This is an optimization exercise on Yosys and OpenROAD, whose aim is small area, a short achievable clock period and few clock cycles per item, not a production implementation.
Function was checked by simulation only, so behaviour that the tests miss may differ from the original.

==> design.v <==
`timescale 1ns/1ps
module huff_top (
    input  logic       clk,
    input  logic       rst_n,
    input  logic       in_valid,
    input  logic       out_mode,
    input  logic [2:0] in_weight,
    output logic       out_valid,
    output logic       out_code
);
    localparam logic [1:0] S_IDLE  = 2'd0;
    localparam logic [1:0] S_LOAD  = 2'd1;
    localparam logic [1:0] S_MERGE = 2'd2;
    localparam logic [1:0] S_EMIT  = 2'd3;
    logic [1:0]  state;
    logic [2:0]  cnt;
    logic        mode;
    logic [2:0]  win;
    logic [39:0] w;         
    logic [14:0] ptr;       
    logic [34:0] code;      
    logic [2:0]  cur;
    logic        rd;
    logic        load;
    logic        merge;
    logic        last_merge;
    logic [4:0]  sum;
    logic [4:0]  sum_next;
    logic [4:0]  add_a;
    logic [4:0]  add_b;
    logic [4:0]  add_c;
    logic [7:0]  livem;
    logic [7:0]  live;
    logic [7:0]  ltl;       
    logic [7:0]  ltm;       
    logic [8:0]  th;        
    logic [7:0]  ins;       
    logic [2:0]  pos;
    logic [7:0]  mv;        
    logic [39:0] w_next;
    logic [14:0] ptr_next;
    logic [34:0] code_next;
    logic [4:0]  arrive;
    assign load       = (state == S_LOAD);
    assign merge      = (state == S_MERGE);
    assign last_merge = merge && (cnt == 3'd5);
    assign add_a    = load ? w[9:5] : w[14:10];
    assign add_b    = load ? w[14:10] : w[19:15];
    assign add_c    = load ? {2'b00, win} : sum;
    assign sum_next = (load ? ltl[2] : ltm[3]) ? (add_a + add_b) : (add_a + add_c);
    always_comb
    begin
        for (int k = 0; k < 8; k++)
        begin
            live[k]  = (k + 32'(cnt)) >= 8;
            livem[k] = (k + 32'(cnt)) <= 7;
            ltl[k]   = live[k] && (w[5*k +: 3] < win);
            ltm[k]   = (k >= 2) && livem[k] && (w[5*k +: 5] < sum);
        end
        th[0] = 1'b1;
        th[8] = 1'b0;
        for (int j = 1; j < 8; j++)
            th[j] = load ? (!live[j] || ltl[j]) : ((j < 7) && ltm[j+1]);
        for (int k = 0; k < 8; k++)
        begin
            ins[k] = th[k] && !th[k+1];
            mv[k]  = load ? ((k < 7) && ltl[(k+1) % 8]) : th[k+1];
        end
        pos[0] = (th[1] && !th[2]) || (th[3] && !th[4]) || (th[5] && !th[6]) || th[7];
        pos[1] = (th[2] && !th[4]) || th[6];
        pos[2] = th[4];
        for (int k = 0; k < 8; k++)
        begin
            if (load)
            begin
                if (mv[k])
                    w_next[5*k +: 5] = w[(5*k+5) % 40 +: 5];
                else if (ins[k])
                    w_next[5*k +: 5] = {2'b00, win};
                else
                    w_next[5*k +: 5] = w[5*k +: 5];
            end
            else
            begin
                if (mv[k])
                    w_next[5*k +: 5] = w[(5*k+10) % 40 +: 5];
                else if (ins[k])
                    w_next[5*k +: 5] = sum;
                else
                    w_next[5*k +: 5] = w[(5*k+5) % 40 +: 5];
            end
        end
    end
    always_comb
    begin
        arrive[0] = (cnt == 3'd4);
        arrive[1] = mode ? (cnt == 3'd2) : (cnt == 3'd5);
        arrive[2] = mode ? (cnt == 3'd5) : (cnt == 3'd6);
        arrive[3] = mode ? (cnt == 3'd0) : (cnt == 3'd7);
        arrive[4] = mode ? (cnt == 3'd1) : (cnt == 3'd3);
    end
    always_comb
    begin
        for (int i = 0; i < 5; i++)
        begin
            ptr_next[3*i +: 3]  = ptr[3*i +: 3];
            code_next[7*i +: 7] = code[7*i +: 7];
            if (load)
            begin
                if (arrive[i])
                    ptr_next[3*i +: 3] = pos;
                else if (ltl[ptr[3*i +: 3]])
                    ptr_next[3*i +: 3] = ptr[3*i +: 3] - 3'd1;
                if (cnt == 3'd0)
                    code_next[7*i +: 7] = 7'd1;
            end
            else if (merge)
            begin
                if (ptr[3*i+1 +: 2] == 2'd0)
                begin
                    ptr_next[3*i +: 3]  = pos;
                    code_next[7*i +: 7] = {code[7*i +: 6], !ptr[3*i]};
                end
                else if (ltm[ptr[3*i +: 3]])
                    ptr_next[3*i +: 3] = ptr[3*i +: 3] - 3'd2;
                else
                    ptr_next[3*i +: 3] = ptr[3*i +: 3] - 3'd1;
            end
            else if ((state == S_EMIT) && rd && (cur == 3'(i)))
                code_next[7*i +: 7] = {1'b0, code[7*i+1 +: 6]};
        end
    end
    logic [2:0] cur_ptr;
    logic [6:0] cur_code;
    logic       sym_end;
    logic       emit_bit;
    logic       root0;
    always_comb
    begin
        cur_ptr  = ptr[2:0];
        cur_code = code[6:0];
        for (int i = 1; i < 5; i++)
            if (cur == 3'(i))
            begin
                cur_ptr  = ptr[3*i +: 3];
                cur_code = code[7*i +: 7];
            end
        if (rd)
        begin
            emit_bit = cur_code[0];
            sym_end  = (cur_code[6:2] == 5'd0);
        end
        else
        begin
            emit_bit = !cur_ptr[0];
            sym_end  = (cur_code[6:1] == 6'd0);
        end
    end
    assign root0 = (ptr[2:1] == 2'd0) ? !ltm[2] : ltm[2];
    always_ff @(posedge clk or negedge rst_n)
    begin
        if (!rst_n)
        begin
            state     <= S_IDLE;
            out_valid <= 1'b0;
        end
        else
        begin
            out_valid <= last_merge || (state == S_EMIT);
            case (state)
                S_IDLE:  if (in_valid) state <= S_LOAD;
                S_LOAD:  if (cnt == 3'd7) state <= S_MERGE;
                S_MERGE: if (cnt == 3'd5) state <= S_EMIT;
                default: if (sym_end && (cur == 3'd4)) state <= S_IDLE;
            endcase
        end
    end
    always_ff @(posedge clk)
    begin
        win  <= in_weight;
        sum  <= sum_next;
        for (int k = 0; k < 8; k++)
        begin
            if (k == 7)
                w[5*k +: 5] <= {2'b00, w_next[5*k +: 3]};
            else if (k >= 3)
                w[5*k +: 5] <= {1'b0, w_next[5*k +: 4]};
            else
                w[5*k +: 5] <= w_next[5*k +: 5];
        end
        ptr  <= ptr_next;
        code <= code_next;
        if (state == S_IDLE)
        begin
            mode <= out_mode;
            cnt  <= 3'd0;
        end
        else
            cnt <= cnt + 3'd1;
        if (last_merge)
        begin
            out_code <= root0;
            if ((ptr[2:1] != 2'd0) && (code[6:1] == 6'd0))
            begin
                cur <= 3'd1;
                rd  <= 1'b0;
            end
            else
            begin
                cur <= 3'd0;
                rd  <= 1'b1;
            end
        end
        else if (state == S_EMIT)
        begin
            out_code <= emit_bit;
            if (sym_end)
            begin
                cur <= cur + 3'd1;
                rd  <= 1'b0;
            end
            else
                rd <= 1'b1;
        end
    end
endmodule
==> flow/run.sh <==
#!/bin/bash
set -euo pipefail
bash standard.sh SETUP_SLACK_MARGIN=7 finish > flow_make.log 2>&1
==> standard.sh <==
#!/bin/bash
# synth_recipe.tcl (not shown) runs the flow's synth.tcl, then flattens the netlist and writes it again
# the make line also repeats each setting of config.mk as NAME=value (left out here)
make -C /OpenROAD-flow-scripts/flow DESIGN_CONFIG=/design/flow/config.mk WORK_HOME=/design/flow/orfs CLKGATE_MAP_FILE= SYNTH_SCRIPT=/design/flow/synth_recipe.tcl "${@:-finish}"
==> config.mk <==
export PLATFORM = sky130hd
export DESIGN_NAME = huff_top
export DESIGN_NICKNAME = huff_top
export VERILOG_FILES = /design/flow/design.v
export SDC_FILE = /design/flow/constraint.sdc
export NUM_CORES = 4
export LEC_CHECK = 0
export ABC_AREA = 1
export CAP_MARGIN = 20
export CORE_MARGIN = 2
export CORE_UTILIZATION = 40
export SLEW_MARGIN = 20
==> constraint.sdc <==
create_clock -name core_clock -period 10.0 [get_ports {clk}]
set_input_delay 2.0000 -clock core_clock [delete_from_list [all_inputs] [get_ports {clk}]]
set_output_delay 2.0000 -clock core_clock [all_outputs]
set_load 0.01 [all_outputs]
==> results of run 1 <==
-- synthesized netlist by cell type (all sizes together) (3+ instances only) --
master,instances
o21ai,109
edfxtp,88
nand2,298
or2,8
nor2,119
dfxtp,11
clkinv,7
o22ai,11
xnor2,3
nand4,21
ha,62
dfrtp,3
o211ai,17
nand3b,4
clkbuf,15
a21oi,75
inv,128
nand3,87
buf,18
xor2,7
nor3,15
-- registers in the layout, summed over array words and instances, names as in the netlist --
| name | flops |
|---|---|
| cur | 3 |
| win | 3 |
| ptr | 15 |
| state | 2 |
| sum | 5 |
| code | 35 |
| w | 32 |
| out_valid | 1 |
| out_code | 1 |
| cnt | 3 |
| mode | 1 |
| rd | 1 |
-- per-stage QoR --
step / instance area, um2 / instances
after floorplan: 8140 / 1122
after global placement: 8440 / 1371
after detailed placement: 8440 / 1371
after CTS: 8820 / 1391
after global routing: 8980 / 1406
final: 8980 / 1406
-- final cells by class --
class,count,area [um2]
multi-input cells,852,4620
well taps,270,338
clock inverters,7,62.6
inverters,135,529
flip-flops and latches,102,2950
fillers,2059,11100
repair buffers,31,263
clock buffers,9,225
-- kinds of logic after synthesis --
| logic type | after synthesis | synth area share [%] |
|---|---|---|
| AOI/OAI and AO/OA | 225 | 15.3 |
| xor gates and xnor gates | 10 | 1.08 |
| adders and majority gates | 63 | 9.77 |
| buffers and inverters | 168 | 8.11 |
| DFF | 102 | 36.1 |
| and+or+nand+nor | 554 | 29.6 |
-- timing repair --
| item | 4_1_cts | 5_1_grt |
|---|---|---|
| resized for setup | 18 | 22 |
| pin swaps | 0 | 5 |
| endpoints found under the setup margin | 48 | 31 |
| buffers inserted | 4 | 15 |
| gates cloned | 0 | 0 |
-- layer usage --
layer	global-route usage [%]	wire, um
met1	32.5	11100
met2	36.2	11200
met3	4.09	1890
met4	8.16	672
met5	0	13
-- worst paths after layout --
check                               start        end  slack, ns  cells past startpoint
max in group asynchronous           rst_n   state[1]       8.05                      1
worst min-delay path               cnt[0]     cnt[0]       0.52                      1
worst max register to register     win[1]     sum[4]       7.08                     18
min in group asynchronous           rst_n   state[0]       1.81                      1
worst min register to register     cnt[0]     cnt[0]       0.52                      1
worst max-delay path            out_valid  out_valid       7.04                      1
==> impl_metrics.tcl, run 1 <==
set metrics [dict create \
    outcome "timing/DRC/antenna clean" \
    cpMaxStageDelayCell "dfrtp_1" \
    grt_pass1_vias 7228 \
    die_h_um 147 \
    drt-initial-drc-count 692 \
    clkTransAtPathRegs_ns 0.08 \
    ctsLongestPathBuffers 2 \
    rsz0062_at_grt "true" \
    wirelength_um 24900 \
    grt_use_total_pct 23.2 \
    drc 0 \
    hold_buffers 0 \
    vias 7839 \
    syn_inst 1122 \
    antenna_found_initial 1 \
    layout.nets 1201 \
    firstDrtPassIters 5 \
    cp_cell_sequence "clkdlybuf4s15_1" \
    finalWorstSetupSlack_ns 7.04 \
    required_ns 8.00 \
    min_path_type "register to register" \
    ys_types 48 \
    cap_violations 0 \
    ys_seq_area_share_pct 36.1 \
    wl_per_cell_um 17.7 \
    cts_root_buf "clkbuf_16" \
    dieArea_um2 21500 \
    cts_sinks 102 \
    cts_tree "yes" \
    final-setup-viol-count 0 \
    final_cell_mix "nand2_1, inv_1, nor2_1" \
    synth_top_area_share_pct 32.5 \
    synth.cell_area_um2 8140 \
    crit_type "register to output port" \
    io_buffers 8 \
    fmax_mhz 338 \
    clk_latency_ns 0.37 \
    worst_slew_pin_slew_ns 0.682 \
    vias_per_cell 5.58 \
    worst-path-buf-inv 1 \
    gp_congestion 0.927 \
    fin_tns_setup_ns 0 \
    synthToLayoutAreaGrowth_pct 10.4 \
    grt-ovfl-total 0 \
    htreeDepth 3 \
    synth_enable_flop_cells 88 \
    synth_area_leaders "edfxtp_1, nand2_1, ha_1" \
    n_antenna_cell 0 \
    cts_buffers 9 \
    fp.coreArea_um2 20100 \
    hold_viol 0 \
    fp.dieW_um 147 \
    holdWs_ns 0.516 \
    rows 52 \
    ys_ff_latch 102 \
    arrival_ns 0.96 \
    yosysWarnings 2 \
    crit_family "flip-flops" \
    io-pin-count 9 \
    postRouteAntennaNets 0 \
    grt_max_degree 74 \
    cp-end-kind "output port" \
    finish.utilization_pct 44.7 \
    async_flop_share_pct 2.94 \
    final_common_cell "nand2_1" \
    drive_gt1_share_pct 10.2 \
    avgSynthCellArea_um2 7.26 \
    synth_ff_type "edfxtp_1" \
    post-place-ws_ns 6.50 \
    dp_hpwl_um 17800 \
    start_util_pct 40.5 \
    relSlewSlack_pct 54.5 \
    worst_setup_path_start_kind "register" \
    max_stage_delay_ns 0.37 \
    syn_nets 1192 \
    yosysTopAreaCell "edfxtp_1" \
    finClkSkew_ns 0.0129 \
    final.period_utilization_pct 29.6 \
    grt_pass1_wl_um 39300 \
    slew_violations 0 \
    fin_crit_ns 2.96 \
    cp_max_fo 1 \
]
Testbench counts, summed over its fixed seeds: cycles 16,611, jobs 512.
==> run 2, diff against run 1 <==
--- a/design.v
+++ b/design.v
@@ -17,4 +17,7 @@
     logic        mode;
     logic [2:0]  win;
+    logic [2:0]  t;         
+    logic        idle;
+    logic        mode_t;
     logic [39:0] w;         
     logic [14:0] ptr;       
@@ -42,5 +45,9 @@
     logic [34:0] code_next;
     logic [4:0]  arrive;
-    assign load       = (state == S_LOAD);
+    assign idle       = (state == S_IDLE);
+    assign load       = idle || (state == S_LOAD);
+    assign t          = idle ? 3'd0 : cnt;
+    assign win        = in_weight;
+    assign mode_t     = idle ? out_mode : mode;
     assign merge      = (state == S_MERGE);
     assign last_merge = merge && (cnt == 3'd5);
@@ -53,5 +60,5 @@
         for (int k = 0; k < 8; k++)
         begin
-            live[k]  = (k + 32'(cnt)) >= 8;
+            live[k]  = (k + 32'(t)) >= 8;
             livem[k] = (k + 32'(cnt)) <= 7;
             ltl[k]   = live[k] && (w[5*k +: 3] < win);
@@ -94,9 +101,9 @@
     always_comb
     begin
-        arrive[0] = (cnt == 3'd4);
-        arrive[1] = mode ? (cnt == 3'd2) : (cnt == 3'd5);
-        arrive[2] = mode ? (cnt == 3'd5) : (cnt == 3'd6);
-        arrive[3] = mode ? (cnt == 3'd0) : (cnt == 3'd7);
-        arrive[4] = mode ? (cnt == 3'd1) : (cnt == 3'd3);
+        arrive[0] = (t == 3'd4);
+        arrive[1] = mode ? (t == 3'd2) : (t == 3'd5);
+        arrive[2] = mode ? (t == 3'd5) : (t == 3'd6);
+        arrive[3] = mode_t ? (t == 3'd0) : (t == 3'd7);
+        arrive[4] = mode ? (t == 3'd1) : (t == 3'd3);
     end
     always_comb
@@ -112,5 +119,5 @@
                 else if (ltl[ptr[3*i +: 3]])
                     ptr_next[3*i +: 3] = ptr[3*i +: 3] - 3'd1;
-                if (cnt == 3'd0)
+                if (idle)
                     code_next[7*i +: 7] = 7'd1;
             end
@@ -178,5 +185,4 @@
     always_ff @(posedge clk)
     begin
-        win  <= in_weight;
         sum  <= sum_next;
         for (int k = 0; k < 8; k++)
@@ -191,8 +197,8 @@
         ptr  <= ptr_next;
         code <= code_next;
-        if (state == S_IDLE)
+        if (idle)
         begin
             mode <= out_mode;
-            cnt  <= 3'd0;
+            cnt  <= 3'd1;
         end
         else
==> run.sh (new file) <==
#!/bin/bash
# synth_recipe.tcl (not shown) runs the flow's synth.tcl, then flattens the netlist and writes it again
# the make line also repeats each setting of config.mk as NAME=value (left out here)
make -C /OpenROAD-flow-scripts/flow DESIGN_CONFIG=/design/flow/config.mk WORK_HOME=/design/flow/orfs CLKGATE_MAP_FILE= SYNTH_SCRIPT=/design/flow/synth_recipe.tcl finish
--- a/config.mk
+++ b/config.mk
@@ -6,7 +6,7 @@
 export NUM_CORES = 4
 export LEC_CHECK = 0
-export ABC_AREA = 1
 export CAP_MARGIN = 20
 export CORE_MARGIN = 2
 export CORE_UTILIZATION = 40
+export SETUP_SLACK_MARGIN = 5
 export SLEW_MARGIN = 20
removed: flow/run.sh
removed: standard.sh
==> run 2 against run 1 <==
Compared with the run above:
- still clean
- worst setup slack got worse by 1.8 ns
- global-route usage fell by 2.6 points
- area after synthesis fell by 0.75%
- core utilization fell by 0.15 points
- critical path depth rose by 14
- hold slack improved by 0.059 ns
- critical endpoint is now sum[4]
- largest cell class unchanged
==> impl_metrics.tcl, run 2 <==
set metrics [dict create \
    synth_common_cells "edfxtp_1, nand2_1, nor2_1" \
    top_regs "code: 35 flops, w: 32 flops, ptr: 15 flops" \
    io-pin-count 9 \
    cts_tree "yes" \
    syn_inst 845 \
    synth_area_leaders "edfxtp_1, ha_1, mux2i_1" \
    final_cell_mix "edfxtp_1, nand2_1, nor2_1" \
    yosysMostFrequentCell "edfxtp_1" \
    clk_latency_ns 0.37 \
    n_fill_cell 1917 \
    grt_pass1_wl_um 35100 \
    slew_violations 0 \
    finClkSkew_ns 0.0121 \
    largest_register_ff_count 35 \
    grt_use_total_pct 20.6 \
    dp_cells 1087 \
    crit_type "input port to register" \
    drt-initial-drc-count 783 \
    synth.cell_area_um2 8080 \
    grt_pass1_vias 6084 \
    cap_violations 0 \
    drc 0 \
    dieArea_um2 21400 \
    final-setup-viol-count 0 \
    firstDrtPassIters 5 \
    syn_nets 916 \
    synth_enable_flop_cells 87 \
    rsz0062_at_grt "false" \
    ys_types 81 \
    final.period_utilization_pct 48.0 \
    relSlewSlack_pct 29.1 \
    io_buffers 8 \
    yosysTopAreaCell "edfxtp_1" \
    yosysWarnings 2 \
    antenna_found_initial 0 \
    fin_tns_setup_ns 0 \
    clkTransAtPathRegs_ns 0.07 \
    fp.dieW_um 146 \
    die_h_um 146 \
    cts_sinks 99 \
    wl_per_cell_um 20.0 \
    fp.coreArea_um2 19700 \
    wirelength_um 22200 \
    postRouteAntennaNets 0 \
    n_antenna_cell 0 \
    fin_crit_ns 4.80 \
    cts_root_buf "clkbuf_16" \
    layout.nets 912 \
    fmax_mhz 208 \
    outcome "timing/DRC/antenna clean" \
    vias 6620 \
    final_common_cell "edfxtp_1" \
    ys_ff_latch 99 \
    worst_setup_path_start_kind "input port" \
    arrival_ns 5.09 \
    synth_top_area_share_pct 32.3 \
    required_ns 10.30 \
    final-instance-count-excl-fill 1111 \
    grt-ovfl-total 0 \
    synthToLayoutAreaGrowth_pct 8.35 \
    avgSynthCellArea_um2 9.56 \
    hold_viol 0 \
    htreeDepth 3 \
    holdWs_ns 0.575 \
    gp_congestion 0.893 \
    grt_max_degree 61 \
    rows 51 \
    cp-end-kind "register" \
    async_flop_share_pct 3.03 \
    start_util_pct 41.1 \
    min_path_type "register to register" \
    worst_slew_pin_slew_ns 1.06 \
    largest-register "code" \
    vias_per_cell 5.96 \
    drive_gt1_share_pct 10.2 \
    ys_seq_area_share_pct 35.5 \
    dp_hpwl_um 16100 \
    cts_buffers 9 \
    synth_ff_type "edfxtp_1" \
    cp_max_fo 8 \
    ctsLongestPathBuffers 2 \
]
[run 2: metrics by stage]
| stage | utilization (%) | setup WS, ns | instance area (um2) |
|---|---|---|---|
| 2_1_floorplan | - | 5.19 | 8080 |
| 3_3_place_gp | 42.6 | 4.20 | 8380 |
| 3_5_place_dp | 42.6 | 4.07 | 8380 |
| 4_1_cts | 44.2 | 5.06 | 8690 |
| 5_1_grt | 44.5 | 5.00 | 8750 |
| 6_report | 44.5 | 5.20 | 8750 |
[run 2: layout make-up]
class	instances	area (um2)	area share (%)
multi-input combinational	657	4880	55.8
sequential	99	2870	32.8
tap	265	332	3.79
clock buffer	10	229	2.62
inverter	52	199	2.27
timing repair buffer	22	174	1.99
clock inverter	6	72.6	0.829
[run 2: logic make-up after synthesis]
logic type / count (synthesis) / synth area share [%]
AO/OA/AOI/OAI: 236 / 20.4
XOR/XNOR: 12 / 1.30
adder cells (fa/ha/maj): 64 / 10.0
buffers and inverters: 89 / 4.49
flip-flops: 99 / 35.5
multiplexers: 87 / 13.5
AND/OR/NAND/NOR: 258 / 14.8
[run 2: timing repair]
action	4_1_cts	5_1_grt
hold buffers	0	0
pin swaps	0	0
hold endpoints to repair	0	0
buffers inserted	0	6
gates cloned	0	0
gates resized for setup	10	6
endpoints found under the setup margin	28	1
[run 2: critical path, cell delays in order]
cell             delay (ns)
clkdlybuf4s18_2        0.31
inv_2                  0.14
ha_1                   0.32
nand2_1                0.06
o2111ai_1              0.18
buf_4                  0.22
nor2_4                 0.06
a21oi_4                0.26
mux2i_2                0.28
a21oi_1                0.10
ha_1                   0.24
fa_1                   0.41
a21o_1                 0.18
a21oi_1                0.17
xor2_1                 0.14
[run 2: worst paths after layout]
path	from	to	slack (ns)	depth (start not counted)
max	in_weight[2]	sum[4]	5.20	15
min	w[2]	w[37]	0.58	2
max reg2reg	state[0]	sum[4]	5.73	16
min reg2reg	w[2]	w[37]	0.58	2
max in group asynchronous	rst_n	state[0]	8.05	1
min in group asynchronous	rst_n	out_valid	1.81	1
[run 2: per-layer routing]
layer / track usage (%) / part of all wire, %
met1: 30.7 / 49
met2: 31.4 / 44
met3: 2.72 / 5.7
met4: 5.83 / 1.8
met5: 0 / 0
Testbench counts of run 2, summed over its fixed seeds: cycles 16,099, jobs 512.
==> run 3, diff against run 2 <==
--- a/design.v
+++ b/design.v
@@ -17,7 +17,4 @@
     logic        mode;
     logic [2:0]  win;
-    logic [2:0]  t;         
-    logic        idle;
-    logic        mode_t;
     logic [39:0] w;         
     logic [14:0] ptr;       
@@ -45,9 +42,7 @@
     logic [34:0] code_next;
     logic [4:0]  arrive;
-    assign idle       = (state == S_IDLE);
-    assign load       = idle || (state == S_LOAD);
-    assign t          = idle ? 3'd0 : cnt;
-    assign win        = in_weight;
-    assign mode_t     = idle ? out_mode : mode;
+    logic [7:0]  lt_any;
+    logic [14:0] base;
+    assign load       = (state == S_LOAD);
     assign merge      = (state == S_MERGE);
     assign last_merge = merge && (cnt == 3'd5);
@@ -60,5 +55,5 @@
         for (int k = 0; k < 8; k++)
         begin
-            live[k]  = (k + 32'(t)) >= 8;
+            live[k]  = (k + 32'(cnt)) >= 8;
             livem[k] = (k + 32'(cnt)) <= 7;
             ltl[k]   = live[k] && (w[5*k +: 3] < win);
@@ -101,10 +96,11 @@
     always_comb
     begin
-        arrive[0] = (t == 3'd4);
-        arrive[1] = mode ? (t == 3'd2) : (t == 3'd5);
-        arrive[2] = mode ? (t == 3'd5) : (t == 3'd6);
-        arrive[3] = mode_t ? (t == 3'd0) : (t == 3'd7);
-        arrive[4] = mode ? (t == 3'd1) : (t == 3'd3);
-    end
+        arrive[0] = (cnt == 3'd4);
+        arrive[1] = mode ? (cnt == 3'd2) : (cnt == 3'd5);
+        arrive[2] = mode ? (cnt == 3'd5) : (cnt == 3'd6);
+        arrive[3] = mode ? (cnt == 3'd0) : (cnt == 3'd7);
+        arrive[4] = mode ? (cnt == 3'd1) : (cnt == 3'd3);
+    end
+    assign lt_any = load ? ltl : ltm;
     always_comb
     begin
@@ -113,25 +109,18 @@
             ptr_next[3*i +: 3]  = ptr[3*i +: 3];
             code_next[7*i +: 7] = code[7*i +: 7];
-            if (load)
-            begin
-                if (arrive[i])
+            base[3*i +: 3] = load ? ptr[3*i +: 3] : (ptr[3*i +: 3] - 3'd1);
+            if (load || merge)
+            begin
+                if (load ? arrive[i] : (ptr[3*i+1 +: 2] == 2'd0))
                     ptr_next[3*i +: 3] = pos;
-                else if (ltl[ptr[3*i +: 3]])
-                    ptr_next[3*i +: 3] = ptr[3*i +: 3] - 3'd1;
-                if (idle)
-                    code_next[7*i +: 7] = 7'd1;
-            end
-            else if (merge)
-            begin
-                if (ptr[3*i+1 +: 2] == 2'd0)
-                begin
-                    ptr_next[3*i +: 3]  = pos;
-                    code_next[7*i +: 7] = {code[7*i +: 6], !ptr[3*i]};
-                end
-                else if (ltm[ptr[3*i +: 3]])
-                    ptr_next[3*i +: 3] = ptr[3*i +: 3] - 3'd2;
+                else if (lt_any[ptr[3*i +: 3]])
+                    ptr_next[3*i +: 3] = base[3*i +: 3] - 3'd1;
                 else
-                    ptr_next[3*i +: 3] = ptr[3*i +: 3] - 3'd1;
-            end
+                    ptr_next[3*i +: 3] = base[3*i +: 3];
+            end
+            if (load && (cnt == 3'd0))
+                code_next[7*i +: 7] = 7'd1;
+            else if (merge && (ptr[3*i+1 +: 2] == 2'd0))
+                code_next[7*i +: 7] = {code[7*i +: 6], !ptr[3*i]};
             else if ((state == S_EMIT) && rd && (cur == 3'(i)))
                 code_next[7*i +: 7] = {1'b0, code[7*i+1 +: 6]};
@@ -185,4 +174,5 @@
     always_ff @(posedge clk)
     begin
+        win  <= in_weight;
         sum  <= sum_next;
         for (int k = 0; k < 8; k++)
@@ -197,8 +187,8 @@
         ptr  <= ptr_next;
         code <= code_next;
-        if (idle)
+        if (state == S_IDLE)
         begin
             mode <= out_mode;
-            cnt  <= 3'd1;
+            cnt  <= 3'd0;
         end
         else
==> flow/run.sh (new file) <==
#!/bin/bash
set -euo pipefail
bash standard.sh ADDER_MAP_FILE= SETUP_SLACK_MARGIN=7 finish > flow_make.log 2>&1
==> standard.sh (new file) <==
#!/bin/bash
# synth_recipe.tcl (not shown) runs the flow's synth.tcl, then flattens the netlist and writes it again
# the make line also repeats each setting of config.mk as NAME=value (left out here)
make -C /OpenROAD-flow-scripts/flow DESIGN_CONFIG=/design/flow/config.mk WORK_HOME=/design/flow/orfs CLKGATE_MAP_FILE= SYNTH_SCRIPT=/design/flow/synth_recipe.tcl "${@:-finish}"
--- a/config.mk
+++ b/config.mk
@@ -6,7 +6,7 @@
 export NUM_CORES = 4
 export LEC_CHECK = 0
+export ABC_AREA = 1
 export CAP_MARGIN = 20
 export CORE_MARGIN = 2
 export CORE_UTILIZATION = 40
-export SETUP_SLACK_MARGIN = 5
 export SLEW_MARGIN = 20
removed: run.sh
==> run 3 against run 2 <==
Compared with the run above:
- highest routed layer unchanged
- hold slack got worse by 0.11 ns
- core utilization fell by 0.71 points
- worst setup slack improved by 1.9 ns
- critical path depth fell by 14
- clock-buffer cell count rose by 1
- final area fell by 9.7%
- still clean on timing, DRC and antenna
- critical endpoint is now out_valid
- first-iteration DRC count fell by 26%
- fmax rose by 63%
- global-route usage rose by 1.5 points
==> impl_metrics.tcl, run 3 <==
set metrics [dict create \
    cp_max_fo 1 \
    holdWs_ns 0.463 \
    synth_area_leaders "edfxtp_1, nand2_1, dfxtp_1" \
    yosysMostFrequentCell "nand2_1" \
    avgSynthCellArea_um2 6.40 \
    clk_latency_ns 0.36 \
    synth_ff_type "edfxtp_1" \
    relSlewSlack_pct 48.3 \
    hold_viol 0 \
    drc 0 \
    async_flop_share_pct 2.94 \
    final_cell_mix "nand2_1, inv_1, nor2_1" \
    die_h_um 140 \
    grt-ovfl-total 0 \
    dp_hpwl_um 15700 \
    grt_pass1_vias 6919 \
    largest-register "code" \
    cap_violations 0 \
    io-pin-count 9 \
    antenna_found_initial 0 \
    fp.coreArea_um2 18000 \
    dieArea_um2 19600 \
    wl_per_cell_um 15.6 \
    yosysWarnings 2 \
    n_fill_cell 1950 \
    fin_crit_ns 2.94 \
    final_common_cell "nand2_1" \
    io_buffers 8 \
    cp-end-kind "output port" \
    yosysTopAreaCell "edfxtp_1" \
    ys_types 49 \
    cts_sinks 102 \
    cts_tree "yes" \
    layout.nets 1156 \
    ys_seq_area_share_pct 35.0 \
    finalWorstSetupSlack_ns 7.06 \
    start_util_pct 41.0 \
    grt_pass1_wl_um 35000 \
    largest_register_ff_count 35 \
    finClkSkew_ns 0.0105 \
    ctsLongestPathBuffers 2 \
    final.period_utilization_pct 29.4 \
    synth.cell_area_um2 7390 \
    post-place-ws_ns 6.85 \
    drive_gt1_share_pct 4.59 \
    crit_type "register to output port" \
    postRouteAntennaNets 0 \
    syn_inst 1155 \
    cts_root_buf "clkbuf_16" \
    synth_enable_flop_cells 53 \
    worst-path-buf-inv 1 \
    vias 7569 \
    required_ns 8.00 \
    outcome "timing/DRC/antenna clean" \
    min_path_type "register to register" \
    arrival_ns 0.94 \
    syn_nets 1162 \
    top_regs "code: 35 flops, w: 32 flops, ptr: 15 flops" \
    cts_buffers 9 \
    worst_slew_pin_slew_ns 0.773 \
    synth_top_area_share_pct 21.5 \
    fmax_mhz 340 \
    post_cts_buffers 0 \
    rows 49 \
    cp_cell_sequence "clkdlybuf4s15_1" \
    wirelength_um 21500 \
    max_stage_delay_ns 0.36 \
    worst_setup_path_start_kind "register" \
    slew_violations 0 \
    clkTransAtPathRegs_ns 0.07 \
    gp_congestion 0.945 \
    ys_ff_latch 102 \
    fp.dieW_um 140 \
    synth_common_cells "nand2_1, inv_1, nor2_1" \
    final-setup-viol-count 0 \
    fin_tns_setup_ns 0 \
    crit_family "flip-flops" \
    vias_per_cell 5.47 \
    cpMaxStageDelayCell "dfrtp_1" \
    drt-initial-drc-count 580 \
    r2r_slack_ns 7.30 \
    n_antenna_cell 0 \
    grt_use_total_pct 22.1 \
    htreeDepth 3 \
    grt_max_degree 60 \
    synthToLayoutAreaGrowth_pct 6.96 \
    rsz0062_at_grt "false" \
    firstDrtPassIters 5 \
]
-- run 3: cell count changes in the layout (fill, tap and decap cells not counted), moves of 19 or more --
cell / change
nand2_1: +281
nand3_1: +95
inv_1: +94
ha_1: -62
nor2_1: +61
mux2i_1: -54
o21ai_0: +43
dfxtp_1: +36
edfxtp_1: -34
a211oi_1: -20
nor2b_1: -19
-- run 3: path summary, 6_finish.rpt --
kind                            from        end  cells past startpoint
max                        out_valid  out_valid                      1
min                         code[34]   code[34]                      2
max reg2reg                 state[0]     ptr[4]                      9
min reg2reg                 code[34]   code[34]                      2
max in group asynchronous      rst_n   state[0]                      1
min in group asynchronous      rst_n   state[1]                      1
-- run 3: tightest hold or removal path: stages, from the launching register on --
cell and delay, ns:
dfxtp_1 0.31, nand2_1 0.06, a21oi_1 0.05
-- run 3: final cells by class --
cell class,count,area (um2),share of cell area (%)
Clock buffer,11,275,3.48
Clock inverter,5,43.8,0.554
Inverter,148,558,7.06
Multi-Input combinational cell,878,4060,51.4
Sequential cell,102,2590,32.8
Tap cell,229,287,3.63
Timing Repair Buffer,10,90.1,1.14
-- run 3: cell families (layout without fill, tap and decap cells) --
kind of cell              count (synthesis)  count (layout)  synth area share, %
AOI/OAI and AO/OA                       223             223                 17.4
buffers and inverters                   175             174                 10.1
xor gates and xnor gates                 11              11                 1.30
DFF                                     102             102                 35.0
and+or+nand+nor                         644             644                 36.2
-- run 3: repair_timing --
action	CTS	global route
setup endpoints to repair	2	3
hold endpoints to repair	0	0
gates resized for setup	4	2
cloned	0	0
hold buffers	0	0
-- run 3: per-stage QoR --
stage	util [%]	instances	cell area, um2
2_1_floorplan	-	1155	7390
3_3_place_gp	42.1	1367	7590
3_5_place_dp	42.1	1367	7590
4_1_cts	43.9	1383	7910
5_1_grt	43.8	1383	7900
6_report	43.8	1383	7900
-- run 3: metal layers --
layer / vias up / GRT usage, % / share of wire (%)
met5: - / 0 / 0
met4: 0 / 7.63 / 2.6
met3: 49 / 3.79 / 6.3
met2: 259 / 36.3 / 46
met1: 3459 / 29.7 / 45
li1: 3802 / - / -
Testbench counts of run 3, summed over its fixed seeds: cycles 16,611, jobs 512.
==> run 4, diff against run 3 <==
--- a/design.v
+++ b/design.v
@@ -37,5 +37,10 @@
     logic [7:0]  ins;       
     logic [2:0]  pos;
-    logic [7:0]  mv;        
+    logic [7:0]  mv;
+    logic [7:0]  s_self;
+    logic [7:0]  s_up1;
+    logic [7:0]  s_up2;
+    logic [7:0]  s_new;
+    logic [4:0]  nval;        
     logic [39:0] w_next;
     logic [14:0] ptr_next;
@@ -43,5 +48,16 @@
     logic [4:0]  arrive;
     logic [7:0]  lt_any;
-    logic [14:0] base;
+    logic [2:0]  p_i;
+    logic [6:0]  c_i;
+    logic        ltp;
+    logic        take;
+    logic        s_pos;
+    logic        s_d1;
+    logic        s_d2;
+    logic        s_keep;
+    logic        s_init;
+    logic        s_shl;
+    logic        s_shr;
+    logic        s_hold;
     assign load       = (state == S_LOAD);
     assign merge      = (state == S_MERGE);
@@ -74,23 +90,15 @@
         for (int k = 0; k < 8; k++)
         begin
-            if (load)
-            begin
-                if (mv[k])
-                    w_next[5*k +: 5] = w[(5*k+5) % 40 +: 5];
-                else if (ins[k])
-                    w_next[5*k +: 5] = {2'b00, win};
-                else
-                    w_next[5*k +: 5] = w[5*k +: 5];
-            end
-            else
-            begin
-                if (mv[k])
-                    w_next[5*k +: 5] = w[(5*k+10) % 40 +: 5];
-                else if (ins[k])
-                    w_next[5*k +: 5] = sum;
-                else
-                    w_next[5*k +: 5] = w[(5*k+5) % 40 +: 5];
-            end
-        end
+            s_self[k] = load && !mv[k] && !ins[k];
+            s_up1[k]  = load ? mv[k] : (!mv[k] && !ins[k]);
+            s_up2[k]  = !load && mv[k];
+            s_new[k]  = ins[k];
+        end
+        nval = load ? {2'b00, win} : sum;
+        for (int k = 0; k < 8; k++)
+            w_next[5*k +: 5] = ({5{s_self[k]}} & w[5*k +: 5])
+                             | ({5{s_up1[k]}}  & w[(5*k+5) % 40 +: 5])
+                             | ({5{s_up2[k]}}  & w[(5*k+10) % 40 +: 5])
+                             | ({5{s_new[k]}}  & nval);
     end
     always_comb
@@ -107,22 +115,24 @@
         for (int i = 0; i < 5; i++)
         begin
-            ptr_next[3*i +: 3]  = ptr[3*i +: 3];
-            code_next[7*i +: 7] = code[7*i +: 7];
-            base[3*i +: 3] = load ? ptr[3*i +: 3] : (ptr[3*i +: 3] - 3'd1);
-            if (load || merge)
-            begin
-                if (load ? arrive[i] : (ptr[3*i+1 +: 2] == 2'd0))
-                    ptr_next[3*i +: 3] = pos;
-                else if (lt_any[ptr[3*i +: 3]])
-                    ptr_next[3*i +: 3] = base[3*i +: 3] - 3'd1;
-                else
-                    ptr_next[3*i +: 3] = base[3*i +: 3];
-            end
-            if (load && (cnt == 3'd0))
-                code_next[7*i +: 7] = 7'd1;
-            else if (merge && (ptr[3*i+1 +: 2] == 2'd0))
-                code_next[7*i +: 7] = {code[7*i +: 6], !ptr[3*i]};
-            else if ((state == S_EMIT) && rd && (cur == 3'(i)))
-                code_next[7*i +: 7] = {1'b0, code[7*i+1 +: 6]};
+            p_i     = ptr[3*i +: 3];
+            c_i     = code[7*i +: 7];
+            ltp     = lt_any[p_i];
+            take    = load ? arrive[i] : (p_i[2:1] == 2'd0);
+            s_pos   = (load || merge) && take;
+            s_d1    = (load && !take && ltp) || (merge && !take && !ltp);
+            s_d2    = merge && !take && ltp;
+            s_keep  = !s_pos && !s_d1 && !s_d2;
+            ptr_next[3*i +: 3] = ({3{s_pos}}  & pos)
+                               | ({3{s_d1}}   & (p_i - 3'd1))
+                               | ({3{s_d2}}   & (p_i - 3'd2))
+                               | ({3{s_keep}} & p_i);
+            s_init  = load && (cnt == 3'd0);
+            s_shl   = merge && (p_i[2:1] == 2'd0);
+            s_shr   = (state == S_EMIT) && rd && (cur == 3'(i));
+            s_hold  = !s_init && !s_shl && !s_shr;
+            code_next[7*i +: 7] = ({7{s_init}} & 7'd1)
+                                | ({7{s_shl}}  & {c_i[5:0], !p_i[0]})
+                                | ({7{s_shr}}  & {1'b0, c_i[6:1]})
+                                | ({7{s_hold}} & c_i);
         end
     end
--- a/config.mk
+++ b/config.mk
@@ -9,4 +9,4 @@
 export CAP_MARGIN = 20
 export CORE_MARGIN = 2
-export CORE_UTILIZATION = 40
+export CORE_UTILIZATION = 60
 export SLEW_MARGIN = 20
==> run 4 against run 3 <==
Compared with the run above:
- critical endpoint unchanged
- synthesized cell count shrank 7.3%
- sequential share of layout area down 2.9 points
- critical path depth is the same
- register-to-register slack about the same
- non-clock buffer count shrank 2
- flip-flop and latch count stayed put
==> impl_metrics.tcl, run 4 <==
set metrics [dict create \
    cts_tree "yes" \
    synthToLayoutAreaGrowth_pct 4.93 \
    wl_per_cell_um 15.6 \
    n_fill_cell 1064 \
    cts_buffers 9 \
    crit_family "flip-flops" \
    rows 38 \
    ctsLongestPathBuffers 2 \
    ys_seq_area_share_pct 31.4 \
    start_util_pct 62.0 \
    required_ns 8.00 \
    synth_common_cells "nand2_1, inv_1, dfxtp_1" \
    hold_buffers 0 \
    dp_hpwl_um 14000 \
    crit_type "register to output port" \
    yosysMostFrequentCell "nand2_1" \
    final_cell_mix "nand2_1, inv_1, dfxtp_1" \
    fmax_mhz 344 \
    worst_setup_path_start_kind "register" \
    relSlewSlack_pct 42.5 \
    cp_cell_sequence "buf_2" \
    dieArea_um2 12100 \
    synth_top_area_share_pct 27.6 \
    min_path_type "register to register" \
    worst-path-buf-inv 1 \
    grt-ovfl-total 0 \
    fin_crit_ns 2.91 \
    top_regs "code: 35 flops, w: 32 flops, ptr: 15 flops" \
    arrival_ns 0.91 \
    slew_violations 0 \
    final_common_cell "nand2_1" \
    clkTransAtPathRegs_ns 0.10 \
    final-setup-viol-count 0 \
    drive_gt1_share_pct 8.59 \
    postRouteAntennaNets 0 \
    grt_max_degree 42 \
    cpMaxStageDelayCell "dfrtp_1" \
    finish.utilization_pct 65.1 \
    n_antenna_cell 0 \
    grt_use_total_pct 32.7 \
    cp_max_fo 1 \
    cap_violations 0 \
    finClkSkew_ns 0.0123 \
    synth_enable_flop_cells 6 \
    cp-end-kind "output port" \
    final.period_utilization_pct 29.1 \
    fin_tns_setup_ns 0 \
    clk_latency_ns 0.40 \
    fp.coreArea_um2 10900 \
    antenna_found_initial 0 \
    avgSynthCellArea_um2 6.30 \
    vias_per_cell 5.78 \
    hold_viol 0 \
    io_buffers 8 \
    yosysWarnings 2 \
    worst_slew_pin_slew_ns 0.856 \
    seq_area_um2 2120 \
    vias 7066 \
    htreeDepth 3 \
    die_h_um 110 \
    ys_types 50 \
    drc 0 \
    gp_congestion 0.959 \
    synth.cell_area_um2 6750 \
    largest_register_ff_count 35 \
    drt-initial-drc-count 910 \
    grt_pass1_vias 6303 \
    largest-register "code" \
    syn_nets 1078 \
    firstDrtPassIters 6 \
    grt_pass1_wl_um 30700 \
    async_flop_share_pct 2.94 \
    rsz0062_at_grt "false" \
    ys_ff_latch 102 \
    io-pin-count 9 \
    post_cts_buffers 0 \
    wirelength_um 19000 \
    multi_input_area_um2 3850 \
    syn_inst 1071 \
    fp.dieW_um 110 \
    outcome "timing/DRC/antenna clean" \
    max_stage_delay_ns 0.38 \
    synth_area_leaders "dfxtp_1, nand2_1, inv_1" \
    synth_ff_type "dfxtp_1" \
    cts_root_buf "clkbuf_8" \
    cts_sinks 102 \
    layout.nets 1085 \
    yosysTopAreaCell "dfxtp_1" \
]
## run 4: changes by cell type in the layout (fill, tap and decap cells not counted), moves of 14 or more
cell	change
o21ai_0	-58
o2111ai_1	+14
a22oi_1	+16
edfxtp_1	-47
o221ai_1	+18
a21oi_1	-20
nand4_1	+17
nand3_1	-43
dfxtp_1	+48
inv_1	+21
inv_2	+16
nand2_1	-14
nor2_1	-39
## run 4: kinds of logic after synthesis
group	share of synthesized area, %
AO/OA/AOI/OAI	17.3
XOR/XNOR	1.30
buffers and inverters	11.8
flip-flops	31.4
AND/OR/NAND/NOR	38.2
## run 4: layer usage
layer	share of wire [%]	up-vias	track usage, %
met4	1.4	0	8.77
li1	-	3520	-
met3	10	30	8.41
met1	46	3187	47.8
met5	0	-	0
met2	42	329	47.3
## run 4: final cells by class
class                      count  share of cell area, %
clock inverter                 6                  0.512
multi-input combinational    772                   54.4
timing repair buffer           8                  0.989
inverter                     185                   9.84
tap                          140                   2.47
clock buffer                  10                   1.94
sequential                   102                   29.9
## run 4: worst paths after layout
| path | depth (start not counted) | slack, ns | to | start |
|---|---|---|---|---|
| max | 1 | 7.09 | out_valid | out_valid |
| min | 2 | 0.47 | code[25] | code[25] |
| max reg2reg | 9 | 7.30 | w[14] | state[1] |
| min reg2reg | 2 | 0.47 | code[25] | code[25] |
| max in group asynchronous | 1 | 7.99 | state[0] | rst_n |
| min in group asynchronous | 1 | 1.82 | out_valid | rst_n |
## run 4: timing repair
action / 4_1_cts / 5_1_grt
gates resized for setup: 8 / 0
pin swaps: 0 / 1
cloned: 0 / 1
endpoints found under the setup margin: 2 / 12
## run 4: stage by stage
step / worst slack [ns] / instance area, um2 / std cells / hold WS (ns)
2_1_floorplan: 7.41 / 6750 / 1071 / 0.436
3_3_place_gp: 6.91 / 6910 / 1206 / 0.453
3_5_place_dp: 6.88 / 6910 / 1206 / 0.453
4_1_cts: 7.07 / 7070 / 1222 / 0.476
5_1_grt: 7.06 / 7080 / 1223 / 0.488
6_report: 7.09 / 7080 / 1223 / 0.471
Testbench counts of run 4, summed over its fixed seeds: cycles 16,611, jobs 512.

what the ideal ports hide:
In the flow no input, the clock included, has a driving cell. The finished layouts below were timed again as built, in two steps.
Step 1 sets driving cells, clkbuf_16 on the clock port and buf_2 on the other inputs (assumed; they add their load-dependent delay and slew).
Step 2 times the ports against the registers' clock, not the clock port: input delays grow and output delays shrink by t, the midpoint of the rising clock arrivals with the driver on.
Three values: ideal ports, drivers, drivers and shift; two values: the first two.
| run | t, ns | slack for setup (ns) | worst setup path at the end | worst slew at a driven data input, ns |
|---|---|---|---|---|
| run 1 | 0.406 | 7.038 / 6.995 / 6.859 | input to register | 0.04 |
| run 2 | 0.409 | 5.202 / 5.222 / 4.813 | input to register | 0.04 |
| run 3 | 0.400 | 7.056 / 7.015 / 6.862 | input to register | 0.03 |
| run 4 | 0.427 | 7.089 / 7.053 / 6.860 | input to register | 0.03 |
After both steps setup and hold are still met in every run listed. For run 2, which loses most, drivers alone change the setup slack by +0.020 ns; drivers and shift together by -0.389 ns.
